Context: an optimization exercise on an open-source flow, tuned for small area. The choices shown serve that exercise and are no tape-out recipe.
Only simulation tests tie the RTL to the original design; equivalence was not proved.
Power figures rest on the tool's default switching activity, not on a simulated workload.

[flow/flow/amap.script]
strash; dch; amap; topo
[flow/flow/my_synth.tcl]
# The standard synthesis (synth_recipe.tcl), with one change: the final
# ABC technology mapping uses flow/amap.script (area-oriented mapping)
# instead of ORFS's abc script. Registers are mapped before ABC runs, so
# they are the same as in the standard synthesis.
proc synth {args} { yosys synth -nofsm -noshare {*}$args }
proc abc {args} {
  set i [lsearch -exact $args -script]
  if { $i >= 0 } { lset args [expr {$i + 1}] $::env(MY_ABC_SCRIPT) }
  yosys abc {*}$args
}
source $::env(SCRIPTS_DIR)/synth.tcl
# left out here: clear keep_hierarchy, flatten, clean up, hide names made inside functions, write 1_2_yosys.v
[flow/design.v]
package mips_pkg;
	localparam logic [5:0] OP_RTYPE = 6'd0;
	localparam logic [5:0] OP_BEQ   = 6'd4;
	localparam logic [5:0] OP_ADDI  = 6'd8;
	localparam logic [5:0] OP_LW    = 6'd35;
	localparam logic [5:0] OP_SW    = 6'd43;
	localparam logic [5:0] FN_ADD = 6'd32;
	localparam logic [5:0] FN_SUB = 6'd34;
	localparam logic [5:0] FN_AND = 6'd36;
	localparam logic [5:0] FN_OR  = 6'd37;
	localparam logic [5:0] FN_SLT = 6'd42;
	localparam logic [2:0] AF_ADD  = 3'd0;
	localparam logic [2:0] AF_SUB  = 3'd1;
	localparam logic [2:0] AF_AND  = 3'd2;
	localparam logic [2:0] AF_OR   = 3'd3;
	localparam logic [2:0] AF_SLT  = 3'd4;
	localparam logic [2:0] AF_ZERO = 3'd5;
endpackage
`timescale 1ns/1ps
module fetch_stage
(
	input  logic        i_clk,
	input  logic        i_arst_n,
	input  logic        i_running,
	input  logic        i_redirect,
	input  logic [31:2] i_target,
	output logic [31:0] o_pc,
	input  logic [31:0] i_instr,
	output logic [31:2] o_pc_next,   
	output logic        o_wr,
	output logic        o_lw,
	output logic        o_sw,
	output logic        o_beq,
	output logic        o_is_r,
	output logic [4:0]  o_rs,
	output logic [4:0]  o_rt,
	output logic [15:0] o_imm        
);
	logic [31:2] pc;
	logic        is_r, wr, lw, sw, beq;
	logic [2:0]  afn;
	assign pc   = i_redirect ? i_target : (i_running ? o_pc_next : 30'd0);
	assign o_pc = {pc, 2'b00};
	main_control u_main_control (
		.i_instr (i_instr),
		.o_is_r  (is_r),
		.o_wr    (wr),
		.o_lw    (lw),
		.o_sw    (sw),
		.o_beq   (beq),
		.o_afn   (afn)
	);
	always_ff @(posedge i_clk or negedge i_arst_n)
	begin
		if (!i_arst_n)
		begin
			o_wr      <= 1'b0;
			o_lw      <= 1'b0;
			o_sw      <= 1'b0;
			o_beq     <= 1'b0;
		end
		else
		begin
			o_wr      <= wr;
			o_lw      <= lw;
			o_sw      <= sw;
			o_beq     <= beq;
		end
	end
	always_ff @(posedge i_clk)
	begin
		o_pc_next    <= pc + 30'd1;
		o_is_r       <= is_r;
		o_rs         <= i_instr[25:21];
		o_rt         <= i_instr[20:16];
		o_imm[15:11] <= i_instr[15:11];
		o_imm[10:8]  <= is_r ? afn : i_instr[10:8];
		o_imm[7:0]   <= i_instr[7:0];
	end
endmodule
`timescale 1ns/1ps
module main_control
(
	input  logic [31:0] i_instr,
	output logic        o_is_r,      
	output logic        o_wr,        
	output logic        o_lw,
	output logic        o_sw,
	output logic        o_beq,
	output logic [2:0]  o_afn        
);
	logic [5:0] op;
	logic [5:0] funct;
	assign op    = i_instr[31:26];
	assign funct = i_instr[5:0];
	assign o_is_r = (op == mips_pkg::OP_RTYPE);
	assign o_wr   = o_is_r | (op == mips_pkg::OP_ADDI);
	assign o_lw   = (op == mips_pkg::OP_LW);
	assign o_sw   = (op == mips_pkg::OP_SW);
	assign o_beq  = (op == mips_pkg::OP_BEQ);
	always_comb
	begin
		case (funct)
			mips_pkg::FN_ADD: o_afn = mips_pkg::AF_ADD;
			mips_pkg::FN_SUB: o_afn = mips_pkg::AF_SUB;
			mips_pkg::FN_AND: o_afn = mips_pkg::AF_AND;
			mips_pkg::FN_OR:  o_afn = mips_pkg::AF_OR;
			mips_pkg::FN_SLT: o_afn = mips_pkg::AF_SLT;
			default:          o_afn = mips_pkg::AF_ZERO;
		endcase
	end
endmodule
`timescale 1ns/1ps
module store_word
(
	input  logic        i_clk,
	input  logic        i_we,
	input  logic        i_hold,
	input  logic [31:0] i_d,
	output logic [31:0] o_q
);
	always_ff @(posedge i_clk)
		o_q <= ({32{i_we}} & i_d) | ({32{i_hold}} & o_q);
endmodule
module read_term3
(
	input  logic        i_s0,
	input  logic        i_s1,
	input  logic        i_s2,
	input  logic [31:0] i_d0,
	input  logic [31:0] i_d1,
	input  logic [31:0] i_d2,
	output logic [31:0] o_n
);
	assign o_n = ~(({32{i_s0}} & i_d0) | ({32{i_s1}} & i_d1) | ({32{i_s2}} & i_d2));
endmodule
module read_term2
(
	input  logic        i_s0,
	input  logic        i_s1,
	input  logic [31:0] i_d0,
	input  logic [31:0] i_d1,
	output logic [31:0] o_n
);
	assign o_n = ~(({32{i_s0}} & i_d0) | ({32{i_s1}} & i_d1));
endmodule
module read_join
#(
	parameter int N = 11
)
(
	input  logic [N-1:0][31:0] i_n,
	output logic [31:0] o_y
);
	always_comb
	begin
		o_y = '1;
		for (int k = 0; k < N; k++)
			o_y = o_y & i_n[k];
		o_y = ~o_y;
	end
endmodule
module register_bank
(
	input  logic        i_clk,
	input  logic        i_clear,
	input  logic [4:0]  i_rs_addr,
	input  logic [4:0]  i_rt_addr,
	input  logic        i_wr_en,
	input  logic [4:0]  i_wr_addr,
	input  logic [31:0] i_wr_data,
	output logic [31:0] o_rs_data,
	output logic [31:0] o_rt_data
);
	logic [31:0] regs [32];
	logic [31:0] we;
	logic [31:0] hold;
	logic [31:0] sel_s;
	logic [31:0] sel_t;
	always_comb
	begin
		for (int i = 0; i < 32; i++)
		begin
			we[i]    = (i != 0) && i_wr_en && (i_wr_addr == 5'(i));
			hold[i]  = !i_clear && !we[i];
			sel_s[i] = (i != 0) && (i_rs_addr == 5'(i));
			sel_t[i] = (i != 0) && (i_rt_addr == 5'(i));
		end
	end
	assign regs[0] = '0;
	for (genvar i = 1; i < 32; i++)
	begin : g_reg
		store_word u_word (
			.i_clk  (i_clk),
			.i_we   (we[i]),
			.i_hold (hold[i]),
			.i_d    (i_wr_data),
			.o_q    (regs[i])
		);
	end
	logic [10:0][31:0] n_s;
	logic [10:0][31:0] n_t;
	for (genvar k = 0; k < 10; k++)
	begin : g_rd
		read_term3 u_s (
			.i_s0 (sel_s[3*k+1]), .i_s1 (sel_s[3*k+2]), .i_s2 (sel_s[3*k+3]),
			.i_d0 (regs[3*k+1]),  .i_d1 (regs[3*k+2]),  .i_d2 (regs[3*k+3]),
			.o_n  (n_s[k])
		);
		read_term3 u_t (
			.i_s0 (sel_t[3*k+1]), .i_s1 (sel_t[3*k+2]), .i_s2 (sel_t[3*k+3]),
			.i_d0 (regs[3*k+1]),  .i_d1 (regs[3*k+2]),  .i_d2 (regs[3*k+3]),
			.o_n  (n_t[k])
		);
	end
	assign n_s[10] = ~({32{sel_s[31]}} & regs[31]);
	assign n_t[10] = ~({32{sel_t[31]}} & regs[31]);
	read_join #(.N(11)) u_join_s (.i_n (n_s), .o_y (o_rs_data));
	read_join #(.N(11)) u_join_t (.i_n (n_t), .o_y (o_rt_data));
endmodule
`timescale 1ns/1ps
module decode_stage
(
	input  logic        i_clk,
	input  logic        i_arst_n,
	input  logic [31:2] i_pc_next,
	input  logic        i_wr,
	input  logic        i_lw,
	input  logic        i_sw,
	input  logic        i_beq,
	input  logic        i_is_r,
	input  logic [4:0]  i_rt,
	input  logic [15:0] i_imm,
	input  logic [31:0] i_rs_val,
	input  logic [31:0] i_rt_val,
	output logic        o_wr,
	output logic        o_lw,
	output logic        o_sw,
	output logic        o_br,
	output logic [31:0] o_d,
	output logic [5:0]  o_x
);
	logic [31:0] simm;
	logic [2:0]  fn;
	logic [31:0] alu_y;
	logic [31:2] target;
	logic [4:0]  dest;
	logic [31:0] d;
	logic [5:0]  x;
	assign simm   = {{16{i_imm[15]}}, i_imm};
	assign fn     = i_is_r ? i_imm[10:8] : (i_beq ? mips_pkg::AF_SUB : mips_pkg::AF_ADD);
	assign dest   = i_is_r ? i_imm[15:11] : i_rt;
	assign target = i_pc_next + simm[29:0];
	execute_stage u_alu (
		.i_fn (fn),
		.i_a  (i_rs_val),
		.i_b  ((i_is_r || i_beq) ? i_rt_val : simm),
		.o_y  (alu_y)
	);
	always_comb
	begin
		if (i_sw)
			d = i_rt_val;
		else if (i_beq)
			d = {target, 2'b00};
		else if (i_lw)
			d = {27'd0, dest};
		else
			d = alu_y;
		x = (i_lw || i_sw) ? alu_y[7:2] : {1'b0, dest};
	end
	always_ff @(posedge i_clk or negedge i_arst_n)
	begin
		if (!i_arst_n)
		begin
			o_wr <= 1'b0;
			o_lw <= 1'b0;
			o_sw <= 1'b0;
			o_br <= 1'b0;
		end
		else
		begin
			o_wr <= i_wr;
			o_lw <= i_lw;
			o_sw <= i_sw;
			o_br <= i_beq && (alu_y == 32'd0);
		end
	end
	always_ff @(posedge i_clk)
	begin
		o_d <= d;
		o_x <= x;
	end
endmodule
`timescale 1ns/1ps
module execute_stage
(
	input  logic [2:0]  i_fn,
	input  logic [31:0] i_a,
	input  logic [31:0] i_b,
	output logic [31:0] o_y
);
	logic        sub;
	logic [31:0] sum;
	logic        lt;
	assign sub = (i_fn == mips_pkg::AF_SUB) || (i_fn == mips_pkg::AF_SLT);
	assign sum = i_a + (sub ? ~i_b : i_b) + {31'd0, sub};
	assign lt  = (i_a[31] != i_b[31]) ? i_a[31] : sum[31];
	always_comb
	begin
		case (i_fn)
			mips_pkg::AF_ADD: o_y = sum;
			mips_pkg::AF_SUB: o_y = sum;
			mips_pkg::AF_AND: o_y = i_a & i_b;
			mips_pkg::AF_OR:  o_y = i_a | i_b;
			mips_pkg::AF_SLT: o_y = {31'd0, lt};
			default:          o_y = '0;
		endcase
	end
endmodule
`timescale 1ns/1ps
module memory_stage
(
	input  logic        i_clk,
	input  logic        i_clear,
	input  logic [5:0]  i_addr,
	input  logic        i_wr_en,
	input  logic [31:0] i_wr_data,
	output logic [31:0] o_rd_data
);
	logic [31:0] dmem [64];
	logic [63:0] we;
	logic [63:0] hold;
	logic [63:0] sel;
	always_comb
	begin
		for (int i = 0; i < 64; i++)
		begin
			sel[i]  = (i_addr == 6'(i));
			we[i]   = i_wr_en && sel[i];
			hold[i] = !i_clear && !we[i];
		end
	end
	for (genvar i = 0; i < 64; i++)
	begin : g_word
		store_word u_word (
			.i_clk  (i_clk),
			.i_we   (we[i]),
			.i_hold (hold[i]),
			.i_d    (i_wr_data),
			.o_q    (dmem[i])
		);
	end
	logic [21:0][31:0] n;
	for (genvar k = 0; k < 21; k++)
	begin : g_rd
		read_term3 u_rd (
			.i_s0 (sel[3*k]),  .i_s1 (sel[3*k+1]),  .i_s2 (sel[3*k+2]),
			.i_d0 (dmem[3*k]), .i_d1 (dmem[3*k+1]), .i_d2 (dmem[3*k+2]),
			.o_n  (n[k])
		);
	end
	assign n[21] = ~({32{sel[63]}} & dmem[63]);
	read_join #(.N(22)) u_join (.i_n (n), .o_y (o_rd_data));
endmodule
`timescale 1ns/1ps
module mips_core
(
	input  logic        i_clk,
	input  logic        i_arst_n,
	output logic [31:0] o_imem_addr,
	input  logic [31:0] i_imem_data,
	output logic        o_wb_valid,
	output logic [4:0]  o_wb_addr,
	output logic [31:0] o_wb_data,
	output logic        o_st_valid,
	output logic [5:0]  o_st_addr,
	output logic [31:0] o_st_data
);
	logic [31:2] if_pc_next;
	logic        if_wr, if_lw, if_sw, if_beq, if_is_r;
	logic [4:0]  if_rs, if_rt;
	logic [15:0] if_imm;
	logic        id_wr, id_lw, id_sw, id_br;
	logic [31:0] id_d;
	logic [5:0]  id_x;
	logic        ex_wr, ex_lw, ex_sw, ex_br;
	logic [31:0] ex_d;
	logic [5:0]  ex_x;
	logic        wb_redirect;
	logic        running;
	logic [31:0] rs_val, rt_val;
	logic [31:0] rd_data;
	logic [4:0]  mem_dest;
	logic [31:0] mem_data;
	logic        mem_we;
	always_ff @(posedge i_clk or negedge i_arst_n)
	begin
		if (!i_arst_n)
			running <= 1'b0;
		else
			running <= 1'b1;
	end
	fetch_stage u_fetch (
		.i_clk      (i_clk),
		.i_arst_n   (i_arst_n),
		.i_running  (running),
		.i_redirect (wb_redirect),
		.i_target   (o_wb_data[31:2]),
		.o_pc       (o_imem_addr),
		.i_instr    (i_imem_data),
		.o_pc_next  (if_pc_next),
		.o_wr       (if_wr),
		.o_lw       (if_lw),
		.o_sw       (if_sw),
		.o_beq      (if_beq),
		.o_is_r     (if_is_r),
		.o_rs       (if_rs),
		.o_rt       (if_rt),
		.o_imm      (if_imm)
	);
	register_bank u_register_bank (
		.i_clk     (i_clk),
		.i_clear   (!running),
		.i_rs_addr (if_rs),
		.i_rt_addr (if_rt),
		.i_wr_en   (mem_we),
		.i_wr_addr (mem_dest),
		.i_wr_data (mem_data),
		.o_rs_data (rs_val),
		.o_rt_data (rt_val)
	);
	decode_stage u_decode (
		.i_clk     (i_clk),
		.i_arst_n  (i_arst_n),
		.i_pc_next (if_pc_next),
		.i_wr      (if_wr),
		.i_lw      (if_lw),
		.i_sw      (if_sw),
		.i_beq     (if_beq),
		.i_is_r    (if_is_r),
		.i_rt      (if_rt),
		.i_imm     (if_imm),
		.i_rs_val  (rs_val),
		.i_rt_val  (rt_val),
		.o_wr      (id_wr),
		.o_lw      (id_lw),
		.o_sw      (id_sw),
		.o_br      (id_br),
		.o_d       (id_d),
		.o_x       (id_x)
	);
	always_ff @(posedge i_clk or negedge i_arst_n)
	begin
		if (!i_arst_n)
		begin
			ex_wr <= 1'b0;
			ex_lw <= 1'b0;
			ex_sw <= 1'b0;
			ex_br <= 1'b0;
		end
		else
		begin
			ex_wr <= id_wr;
			ex_lw <= id_lw;
			ex_sw <= id_sw;
			ex_br <= id_br;
		end
	end
	always_ff @(posedge i_clk)
	begin
		ex_d <= id_d;
		ex_x <= id_x;
	end
	memory_stage u_memory (
		.i_clk     (i_clk),
		.i_clear   (!running),
		.i_addr    (ex_x),
		.i_wr_en   (ex_sw),
		.i_wr_data (ex_d),
		.o_rd_data (rd_data)
	);
	assign o_st_valid = ex_sw;
	assign o_st_addr  = ex_x;
	assign o_st_data  = ex_d;
	assign mem_dest = ex_lw ? ex_d[4:0] : ex_x[4:0];
	assign mem_data = ex_lw ? rd_data : ex_d;
	assign mem_we   = (ex_wr || ex_lw) && (mem_dest != 5'd0);
	always_ff @(posedge i_clk or negedge i_arst_n)
	begin
		if (!i_arst_n)
		begin
			o_wb_valid  <= 1'b0;
			wb_redirect <= 1'b0;
		end
		else
		begin
			o_wb_valid  <= mem_we;
			wb_redirect <= ex_br;
		end
	end
	always_ff @(posedge i_clk)
	begin
		o_wb_addr <= mem_dest;
		o_wb_data <= mem_data;
	end
endmodule
[flow/config.mk]
export PLATFORM = sky130hd
export DESIGN_NAME = mips_core
export DESIGN_NICKNAME = mips_core
export VERILOG_FILES = /design/flow/design.v
export SDC_FILE = /design/flow/constraint.sdc
export NUM_CORES = 4
export LEC_CHECK = 0
export ABC_AREA = 1
export CAP_MARGIN = 20
export CORE_MARGIN = 2
export CORE_UTILIZATION = 55
export SLEW_MARGIN = 20
export SYNTH_HIERARCHICAL = 1
[flow/constraint.sdc]
create_clock -name core_clock -period 10.0 [get_ports {i_clk}]
set_input_delay 2.0000 -clock core_clock [delete_from_list [all_inputs] [get_ports {i_clk}]]
set_output_delay 2.0000 -clock core_clock [all_outputs]
set_load 0.01 [all_outputs]
[flow/standard.sh]
#!/bin/bash
# synth_recipe.tcl (not shown) runs the flow's synth.tcl, then flattens the netlist and writes it again
# the make line also repeats each setting of config.mk as NAME=value (left out here)
make -C /OpenROAD-flow-scripts/flow DESIGN_CONFIG=/design/flow/config.mk WORK_HOME=/design/flow/orfs CLKGATE_MAP_FILE= SYNTH_SCRIPT=/design/flow/synth_recipe.tcl "${@:-finish}"
[flow/flow/run.sh]
#!/bin/bash
# Standard ORFS layout (the standard.sh) with the synthesis's final ABC
# mapping switched to an area-oriented script; see flow/my_synth.tcl.
set -euo pipefail
here=$(pwd)
export MY_ABC_SCRIPT=$here/flow/amap.script
bash standard.sh SYNTH_SCRIPT=$here/flow/my_synth.tcl finish > $here/flow_make.log 2>&1
==> results.txt, run 1 <==
MaxCap Viol Count 0; Reg power frac 47.6%; setup violators final 0; critical path's slowest cell nor2_4; Die Area 216000 µm²; Clock power frac 46.9%; drt wl/cell 38.5 µm; worst skew pair latency 0.98 ns; # Post-CTS Setup Buffers 0; starting density of the core 55.5%; core area around 210000 µm²; hold_buf cts 0; Gate power share 5.5%; synth warn 19; H-tree depth 5; HP Class register to register; FF+latch count, synth 3225; library cells used by synthesis 47; Mapped Avg Cell Area around 12 µm²; leak pwr 50.2 nW; first-pass GRT wire length 745 mm; worst hold slack ~0.3 ns; Post-Layout Inst Area approximately 140000 µm²; worst-path fanout max 23; final period utilization about 86%; Post-route DRC 0; crit end category register; status complete, no violations; antenna violations before repair 74; final std cells w/o fill 13679; register area share after synthesis 55.5%; clk root buf clkbuf_16; EDFF count, synth 0; fmax 116 MHz; Sw Ratio 24.4%; 1st-iter DRT viols approximately 26000; Max-slew headroom ~16%; largest net degree at the start of global routing 67; Crit Path Category register to register; antenna-violating nets left 0; Clock transition at path regs 0.07 ns; setup TNS 0 ns; max incr delay on CP ~0.75 ns; CP Data Required Time ~11 ns; Slew @ Worst Pin 1.26 ns; DP HPWL 321 mm; RSZ-0062 raised after global routing false; final core occ 65.5%; CTS buffer count 336; fraction of registers with async set/reset 0.465%; # resized after CTS 0; synthesized cell area 117000 µm²; worst vdd ir 0.220 mV; prevailing post-synth register cell dfxtp_1; row cnt roughly 170; I/O Buffers 140; die height 464 µm; Net Sw Power 0.00672 W; crit path launch type register; vias in the first global route 103256; via count 111349; CTS tree yes; Final Hold Viols 0; final slew viol count 0; Pre-antenna DRT Iters 15; Layout Skew ~0.074 ns; layout cell share with drive strength beyond 1 11.8%; Placed Area 126000 µm²; Syn Inst Count 9751; Tot GR Track Use 46.2%; Die Wd roughly 460 µm; Placer Congestion ~1; Tmin final roughly 8.6 ns; placed instance count roughly 13000; Synth-to-Final Area Change 18.0%; nets 10698; Post-Route WL between 500 and 600 mm; Overflow after GRT 0; FILL cells 16006; PwrDens 200 nW/µm²; Vias/cell a little over 8; Internal Power between 0.02 and 0.025 W; CTS sink count 3225; crit path DAT around 9.5 ns; clock buffer depth 4; total I/O pin count approximately 140
## power by group through the flow
stage          Combinational, W  Sequential, W  Clock [W]
5_1_grt                 0.00150         0.0131     0.0134
2_1_floorplan          0.000449         0.0134          0
3_5_place_dp            0.00142         0.0134          0
4_1_cts                 0.00142         0.0131     0.0129
3_3_place_gp            0.00141         0.0134          0
6_report                0.00150         0.0131     0.0129
## Yosys stat by module (local to each module, per instance), excerpt
| module | flops+latches | cells inside | times used | area (µm²) |
|---|---|---|---|---|
| decode_stage | 42 | 484 | 1 | 3450 |
| store_word | 32 | 64 | 95 | 921 |
| register_bank | 0 | 286 | 1 | 1350 |
| mips_core | 82 | 140 | 1 | 2050 |
| main_control | 0 | 21 | 1 | 109 |
| execute_stage | 0 | 432 | 1 | 2590 |
| memory_stage | 0 | 251 | 1 | 1140 |
| read_term3 | 0 | 32 | 41 | 320 |
| fetch_stage | 61 | 233 | 1 | 2210 |
## cell usage after synthesis (36+ instances only)
library cell     n  share of area, %
or2_0           75              0.40
ha_1            68              0.73
dfxtp_1       3210                55
clkinv_1       235              0.76
a222oi_1      1314                11
o22ai_1         60              0.32
nor3_1          87              0.37
nand4_1        451               2.4
nor2_1         403               1.3
or4_1           44              0.28
nand2_1        155              0.50
a21oi_1        122              0.52
a22o_1        3072                23
o21ai_0        144              0.62
o21a_1          40              0.26
or3_1           36              0.19
## layout make-up
type                       instances  area, µm²  area share [%]
clock inverter                   114       1590            1.15
tap                             2805       3510            2.55
sequential                      3225      64800            47.1
inverter                         235        891           0.648
timing repair buffer             506       4230            3.07
antenna                           29       72.6          0.0528
clock buffer                     475       9680            7.04
multi-input combinational       6290      52800            38.4
## flip-flops by register name (all words and copies together), names as in the netlist, 6 cells and up
signal and flops:
u_decode.o_x 6, u_memory.g_word.u_word.o_q 2048, ex_d 32, u_fetch.o_imm 16, ex_x 6, o_wb_data 32, u_fetch.o_pc_next 30, u_decode.o_d 32
u_register_bank.g.u_word.o_q 992
## critical path, delay by kind of cell (launching register included)
family	cells	cell delay, ns
compound gates	13	3.11
fa+ha+maj	1	0.45
buf+inv	7	1.29
flops	1	0.30
simple gates	11	3.41
## cells by family (layout without fill, tap and decap cells)
| kind of cell | after synthesis | in the layout | synth area share [%] |
|---|---|---|---|
| buf+inv | 237 | 1330 | 0.770 |
| xor+xnor | 3 | 3 | 0.0226 |
| fa+ha+maj | 70 | 70 | 0.765 |
| compound gates | 4900 | 4900 | 37.2 |
| other cells | 2 | 32 | 0.00645 |
| flops | 3225 | 3225 | 55.5 |
| simple gates | 1314 | 1314 | 5.80 |
## per-layer routing
metal | share of wire [%] | GRT usage (%) | up-vias
li1 | - | - | 44767
met1 | 36 | 58.6 | 54834
met2 | 42 | 66.1 | 9547
met3 | 13 | 12.7 | 2157
met4 | 9.5 | 36.9 | 44
met5 | 0.059 | 0 | -
## metrics by stage
| stage | setup slack (ns) | power, W |
|---|---|---|
| after detailed placement | 1.64 | 0.0148 |
| after global placement | 1.62 | 0.0148 |
| after floorplan | 0.834 | 0.0139 |
| final | 1.36 | 0.0275 |
| after global routing | 0.997 | 0.0280 |
| after CTS | 1.62 | 0.0274 |
## path summary, 6_finish.rpt
kind	start	slack, ns	depth (start not counted)	end
setup / recovery	u_fetch.o_rt[4]	1.36	32	u_decode.o_br
hold / removal	u_decode.o_d[31]	0.31	0	ex_d[31]
setup reg to reg	u_fetch.o_rt[4]	1.36	32	u_decode.o_br
hold reg to reg	u_decode.o_d[31]	0.31	0	ex_d[31]
max in group asynchronous	i_arst_n	7.84	1	u_fetch.o_sw
min in group asynchronous	i_arst_n	1.56	1	wb_redirect
## layout by cell type (no fill, tap or decap), types with 14 or more instances in the layout
cell type,count
a21oi_1,122
a221oi_1,23
a222oi_1,1314
a22o_1,3046
a22o_2,23
a31oi_1,16
a32oi_1,20
buf_4,359
bufinv_16,35
clkbuf_1,67
clkbuf_16,339
clkbuf_8,69
clkdlybuf4s50_1,140
clkinv_1,233
clkinv_2,52
dfxtp_1,3178
dfxtp_4,32
diode_2,29
ha_1,68
nand2_1,151
nand2b_1,33
nand4_1,451
nor2_1,155
nor2_2,102
nor2_4,146
nor3_1,21
nor3_2,65
o21a_1,40
o21ai_0,134
o22ai_1,60
o311ai_0,20
o31ai_1,14
or2_0,72
or3_1,36
or4_1,44
==> inputs of run 2 (changes only) <==
==> flow/flow/run.sh (replaced) <==
#!/bin/bash
# Standard ORFS layout (the standard.sh) with two changes:
#  - the synthesis's final ABC mapping uses an area-oriented script
#    (see flow/my_synth.tcl);
#  - clock tree synthesis uses larger sink clusters and no dummy loads.
set -euo pipefail
here=$(pwd)
export MY_ABC_SCRIPT=$here/flow/amap.script
bash standard.sh SYNTH_SCRIPT=$here/flow/my_synth.tcl \
  "CTS_ARGS=-sink_clustering_enable -repair_clock_nets -dont_use_dummy_load -sink_clustering_size 30 -sink_clustering_max_diameter 80" \
  finish > $here/flow_make.log 2>&1
==> results.txt, run 2 <==
status complete, no violations; setup violators final 0; CP delay by family, top simple AND/OR/NAND/NOR gates; Layout Skew 0.0969 ns; Tot GR Track Use about 45%; Slew @ Worst Pin 1.28 ns; hold_buf cts 0; Setup WS post-layout 1.30 ns; pre-CTS setup slack 1.64 ns; antenna violations before repair 61; max incr delay on CP 0.75 ns; Synth-to-Final Area Change 11.3%; Synth area leaders dfxtp_1 (55%), a22o_1 (23%), a222oi_1 (11%), nand4_1 (2.4%), nor2_1 (1.3%); vias in the first global route 100559; CTS tree yes; row cnt 168; die height 464 µm; setup TNS 0 ns; nets between 10000 and 15000; Overflow after GRT 0; clk root buf clkbuf_16; Post-Route WL 519 mm; CTS sink count 3225; fraction of registers with async set/reset 0.465%; crit path launch type register; starting density of the core 55.5%; sequential cell area 64800 µm²; largest net degree at the start of global routing 67; worst-path fanout max 23; first-pass GRT wire length about 730 mm; Clock transition at path regs 0.10 ns; Pre-antenna DRT Iters 22; most common cell after layout, fill and taps aside dfxtp_1; FILL cells between 15000 and 20000; count leader, synth dfxtp_1; 1st-iter DRT viols 25545; drt wl/cell 39.2 µm; simple-gate area share of the yosys netlist 5.80%; # Post-CTS Setup Buffers 0; grt met3 use 11.6%; top cells by count, synth dfxtp_1 (3210), a22o_1 (3072), a222oi_1 (1314); compound-gate portion of the synthesized area 37.2%; PwrDens 163 nW/µm²; dominant cell type by area after synthesis dfxtp_1; HP Class register to register; Final Hold Viols 0; Largest regs u_memory.g_word.u_word.o_q: 2048 flops, u_register_bank.g.u_word.o_q: 992 flops; register area share after synthesis 55.5%; crit path DAT 9.42 ns; Largest Register u_memory.g_word.u_word.o_q; total I/O pin count 143; layout cell share with drive strength beyond 1 between 8 and 9%; core area 210000 µm²; fmax ~110 MHz; # resized after CTS 0; I/O Buffers 140; grt met1 use 58.4%; GR Util met2 65.3%; Tmin final 8.70 ns; via count 108804; Adder-Cell Fraction of Synth Area 0.765%; leak pwr roughly 46 nW; worst hold slack 0.300 ns; largest family of logic cells by synthesized area compound AO/OA/AOI/OAI gates; FF+latch count, synth 3225; clock buffer depth 3; Crit Path Category register to register; Yosys top cell area share 55.1%; CP Buf/Inv Count 7; busiest grt layer met2; synth warn 19; max reg flops 2048; library cells used by synthesis 47; xor and xnor area share after synthesis 0.0225%; RSZ-0062 raised after global routing false; Die Area 216000 µm²; crit end category register; most frequent cells in the layout dfxtp_1 (3178), a22o_1 (3046), a222oi_1 (1314); EDFF count, synth 0; CP Data Required Time 10.72 ns; Syn Inst Count 9751; DP HPWL 321 mm; MaxCap Viol Count 0; post-synthesis mux area share 0%; critical path's slowest cell nor2_4; Max-slew headroom 14.5%; antenna-violating nets left 0; prevailing post-synth register cell dfxtp_1; Vias/cell 8.22; synthesized cell area 117000 µm²; Post-route DRC 0; Mapped Avg Cell Area 11.9 µm²; final period utilization 87.0%; worst vdd ir 0.219 mV; worst skew pair latency 0.87 ns; CTS buffer count 138; final slew viol count 0; multi-input logic area ~53000 µm²; H-tree depth 4; Die Wd 464 µm; Placer Congestion 0.977
run 2: cell counts after synthesis:
Identical to the previous run, type by type.
run 2: worst paths after layout:
| path | cells after the start | endpoint | slack, ns | start |
|---|---|---|---|---|
| worst min-delay path | 0 | ex_d[26] | 0.30 | u_decode.o_d[26] |
| max in group asynchronous | 1 | ex_br | 7.71 | i_arst_n |
| worst min register to register | 0 | ex_d[26] | 0.30 | u_decode.o_d[26] |
| min in group asynchronous | 1 | ex_sw | 1.66 | i_arst_n |
| worst max-delay path | 32 | u_decode.o_br | 1.30 | u_fetch.o_rt[4] |
| worst max register to register | 32 | u_decode.o_br | 1.30 | u_fetch.o_rt[4] |
run 2: where the power goes:
part           internal, W  switching (W)
registers           0.0129       0.000202
logic             0.000256        0.00124
clock network      0.00249        0.00401
run 2: cells by family after synthesis:
logic type / after synthesis
AOI/OAI and AO/OA: 4900
xor gates and xnor gates: 3
adders and majority gates: 70
buffers and inverters: 237
DFF: 3225
other: 2
and+or+nand+nor: 1314
run 2: modules after synthesis, one instance, submodules excluded, a selection:
module / copies in the design / cells inside / flops+latches / cell area, µm²
fetch_stage: 1 / 233 / 61 / 2210
read_term3: 41 / 32 / 0 / 320
store_word: 95 / 64 / 32 / 921
mips_core: 1 / 140 / 82 / 2050
register_bank: 1 / 286 / 0 / 1350
execute_stage: 1 / 432 / 0 / 2590
decode_stage: 1 / 484 / 42 / 3450
memory_stage: 1 / 251 / 0 / 1140
main_control: 1 / 21 / 0 / 109
run 2: metal layers:
metal	wire length, µm	share of wire (%)	vias to the layer above
li1	-	-	44090
met1	187000	36	53714
met2	215000	41	9094
met3	68700	13	1868
met4	48500	9.4	38
met5	251	0.048	-
run 2: area by class of cell:
class	instances	area share (%)
flip-flops and latches	3225	49.9
multi-input cells	6290	40.7
repair buffers	506	3.27
well taps	2805	2.71
clock buffers	138	2.66
inverters	235	0.687
diodes	31	0.0598
run 2: per-stage QoR:
step	instances	cell area, µm²	total power (W)	util [%]
6_report	13230	130000	0.0211	61.8
5_1_grt	13205	130000	0.0215	61.8
4_1_cts	13194	130000	0.0210	61.7
3_5_place_dp	13056	126000	0.0148	60.1
3_3_place_gp	13053	126000	0.0148	60.0
2_1_floorplan	9752	117000	0.0139	-
run 2: worst register-to-register path, delay by kind of cell (launching register included):
family | cells | cell delay, ns
buffers and inverters | 7 | 1.30
AND/OR/NAND/NOR | 11 | 3.46
adder cells (fa/ha/maj) | 1 | 0.45
AO/OA/AOI/OAI | 13 | 3.12
flip-flops | 1 | 0.30
==> inputs of run 3 (changes only) <==
--- a/flow/design.v
+++ b/flow/design.v
@@ -329,25 +329,25 @@
 	output logic [31:0] o_rd_data
 );
 	logic [31:0] dmem [64];
-	logic [63:0] we;
 	logic [63:0] hold;
 	logic [63:0] sel;
+	logic [31:0] wr_data;
+	assign wr_data = i_wr_en ? i_wr_data : 32'd0;
 	always_comb
 	begin
 		for (int i = 0; i < 64; i++)
 		begin
 			sel[i]  = (i_addr == 6'(i));
-			we[i]   = i_wr_en && sel[i];
-			hold[i] = !i_clear && !we[i];
+			hold[i] = !i_clear && !(i_wr_en && sel[i]);
 		end
 	end
 	for (genvar i = 0; i < 64; i++)
 	begin : g_word
 		store_word u_word (
 			.i_clk  (i_clk),
-			.i_we   (we[i]),
+			.i_we   (sel[i]),
 			.i_hold (hold[i]),
-			.i_d    (i_wr_data),
+			.i_d    (wr_data),
 			.o_q    (dmem[i])
 		);
 	end
--- a/flow/flow/run.sh
+++ b/flow/flow/run.sh
@@ -1,8 +1,12 @@
 #!/bin/bash
 # Standard ORFS layout (the standard.sh) with two changes:
 #  - the synthesis's final ABC mapping uses an area-oriented script
-#    (see flow/my_synth.tcl);
-#  - clock tree synthesis uses larger sink clusters and no dummy loads.
+#    (see flow/my_synth.tcl); registers are mapped before ABC, so they
+#    are the same as in the standard synthesis;
+#  - clock tree synthesis clusters up to 30 sinks per leaf buffer and
+#    inserts no dummy loads.
+# Each tool's output is in the ORFS logs under orfs/logs; make's own
+# output is in flow_make.log.
 set -euo pipefail
 here=$(pwd)
 export MY_ABC_SCRIPT=$here/flow/amap.script
--- a/flow/config.mk
+++ b/flow/config.mk
@@ -8,6 +8,6 @@
 export ABC_AREA = 1
 export CAP_MARGIN = 20
 export CORE_MARGIN = 2
-export CORE_UTILIZATION = 55
+export CORE_UTILIZATION = 45
 export SLEW_MARGIN = 20
 export SYNTH_HIERARCHICAL = 1
==> results.txt, run 3 <==
status complete, no violations; nets 10473; I/O Buffers 140; Mapped Avg Cell Area approximately 12 µm²; leak pwr 46.4 nW; # Post-CTS Setup Buffers 0; dominant cell type by area after synthesis dfxtp_1; HP Class register to register; most frequent cells in the layout dfxtp_1 (3210), a22o_1 (3059), a222oi_1 (1314); die height 513 µm; fraction of registers with async set/reset 0.465%; worst skew pair latency 0.87 ns; Yosys top cell area share 55.2%; drt wl/cell 37.2 µm; Crit Path Category register to register; CP most frequent cell clkinv_1; R2R Setup Slk 1.05 ns; crit path launch type register; Pre-antenna DRT Iters 15; MaxCap Viol Count 0; crit path DAT 9.56 ns; setup TNS 0 ns; Synth-to-Final Area Change 12.5%; PwrDens 161 nW/µm²; hold_buf cts 0; FF+latch count, synth approximately 3200; most common cell after layout, fill and taps aside dfxtp_1; RSZ-0062 raised after global routing false; Largest Register u_memory.g_word.u_word.o_q; Post-Route WL 512 mm; prevailing post-synth register cell dfxtp_1; CTS sink count 3225; Tmin final 8.95 ns; clk root buf clkbuf_16; final period utilization between 80% and 90%; core area around 260000 µm²; vias in the first global route 98236; worst vdd ir 0.195 mV; layout cell share with drive strength beyond 1 between 7 and 8%; final slew viol count 0; setup violators final 0; worst-path fanout max 32; via count 105147; Placer Congestion 0.934; fmax 112 MHz; max reg flops 2048; max incr delay on CP slightly above 0.9 ns; synthesized cell area 116000 µm²; Slew @ Worst Pin 1.27 ns; top cells by count, synth dfxtp_1 (3210), a22o_1 (3072), a222oi_1 (1314); CP Data Required Time 10.61 ns; Synth area leaders dfxtp_1 (55%), a22o_1 (23%), a222oi_1 (11%), nand4_1 (2.4%), nor2_1 (1.1%); Die Area 263000 µm²; CTS tree yes; Power Total 0.0210 W; first-pass GRT wire length 725 mm; Vias/cell 7.63; Clock transition at path regs 0.08 ns; DP HPWL 317 mm; library cells used by synthesis 47; 1st-iter DRT viols 21336; # resized after CTS 0; H-tree depth 4; Post-route DRC 0; total I/O pin count 143; synth warn 19; Layout Skew 0.151 ns; Final Hold Viols 0; crit end category register; antenna-violating nets left 0; row cnt roughly 190; clock buffer depth 3; Die Wd 513 µm; count leader, synth dfxtp_1; Max-slew headroom 15.4%; largest net degree at the start of global routing 66; critical path's slowest cell nor2_4; CTS buffer count 149; EDFF count, synth 0; Tot GR Track Use 37.0%; register area share after synthesis 55.5%; Overflow after GRT 0; starting density of the core 45.3%; Largest regs u_memory.g_word.u_word.o_q: 2048 flops, u_register_bank.g.u_word.o_q: 992 flops; Syn Inst Count 9720; antenna violations before repair 37
-- run 3: report_power, final --
group          total [W]  internal (W)  leakage (nW)  switching (W)
Sequential        0.0130        0.0129          26.1      0.0000812
Clock            0.00675       0.00268          1.84        0.00408
Combinational    0.00129      0.000264          18.5        0.00102
-- run 3: cells by family (layout without fill, tap and decap cells) --
logic type               after synthesis  count (layout)  share of synthesized area, %
AO/OA/AOI/OAI                       4965            4965                          37.5
XOR/XNOR                               3               3                        0.0226
adder cells (fa/ha/maj)               69              69                         0.755
buffers and inverters                237             884                         0.771
flip-flops                          3225            3225                          55.5
other                                  2              36                       0.00645
AND/OR/NAND/NOR                     1219            1219                          5.44
-- run 3: modules after synthesis, one instance, submodules excluded, excerpt --
module	times used	flip-flops and latches	cell area [µm²]
store_word	95	32	921
execute_stage	1	0	2590
memory_stage	1	0	1020
register_bank	1	0	1350
read_term3	41	0	320
decode_stage	1	42	3450
mips_core	1	82	2050
main_control	1	0	109
fetch_stage	1	61	2200
-- run 3: area by class of cell --
| class | instances | area, µm² |
|---|---|---|
| clock buffers | 149 | 3730 |
| diodes | 33 | 82.6 |
| well taps | 3384 | 4230 |
| multi-input cells | 6259 | 53000 |
| repair buffers | 500 | 4360 |
| fillers | 22645 | 126000 |
| flip-flops and latches | 3225 | 64600 |
| inverters | 235 | 890 |
-- run 3: path summary, 6_finish.rpt --
check                      cells after the start             from             to
hold / removal                                 0    u_decode.o_sw          ex_sw
min in group asynchronous                      1         i_arst_n          ex_sw
hold reg to reg                                0    u_decode.o_sw          ex_sw
setup / recovery                              28  u_fetch.o_rt[0]  u_decode.o_br
setup reg to reg                              28  u_fetch.o_rt[0]  u_decode.o_br
max in group asynchronous                      1         i_arst_n  u_decode.o_br
-- run 3: worst max-delay path: cells and delay by family, from the launching register on --
kind                       cells  cell delay (ns)
and+or+nand+nor               10             3.78
AOI/OAI and AO/OA             12             3.26
buffers and inverters          5             0.83
DFF                            1             0.43
adders and majority gates      1             0.43
-- run 3: metal layers --
metal	track usage, %	routed length [µm]	up-vias
met5	0.365	228	-
met4	25.0	39600	20
met3	7.68	50200	1362
met2	55.9	222000	6699
met1	47.6	200000	53033
li1	-	-	44033
-- run 3: stage by stage --
step / cell area, µm² / instances / utilization [%] / setup WS, ns / hold slack [ns]
global route: 131000 / 13765 / 51.0 / 0.704 / 0.275
finish: 131000 / 13785 / 51.0 / 1.05 / 0.269
CTS: 131000 / 13743 / 50.9 / 1.35 / 0.265
global placement: 127000 / 13589 / 49.4 / 1.41 / 0.310
detailed placement: 127000 / 13594 / 49.4 / 1.47 / 0.312
floorplan: 116000 / 9721 / - / 0.834 / 0.310

## separate check: timing with driven ports
The flow's constraints put no driver on any port. The routed layouts listed below were extracted and timed again, unchanged, in two steps.
Step 1 assumes that a clkbuf_16 drives the clock port and a buf_2 every other input.
Step 2 moves the port delays by t, midway between the first and last clock arrival at a register: inputs arrive t later, outputs are due t later. That takes back most of the time a late clock gives input paths.
Three values: ideal ports, drivers, drivers and shift; two values: the first two.
run	t, ns	slack for setup (ns)	worst setup path after step 2	pins driven straight from the clock port
run 1	1.038	1.363 / 1.363 / 1.363	register to register	1
run 2	0.920	1.296 / 1.296 / 1.296	register to register	1
run 3	0.913	1.049 / 1.049 / 1.049	register to register	1
After both steps every run listed still meets setup and hold.
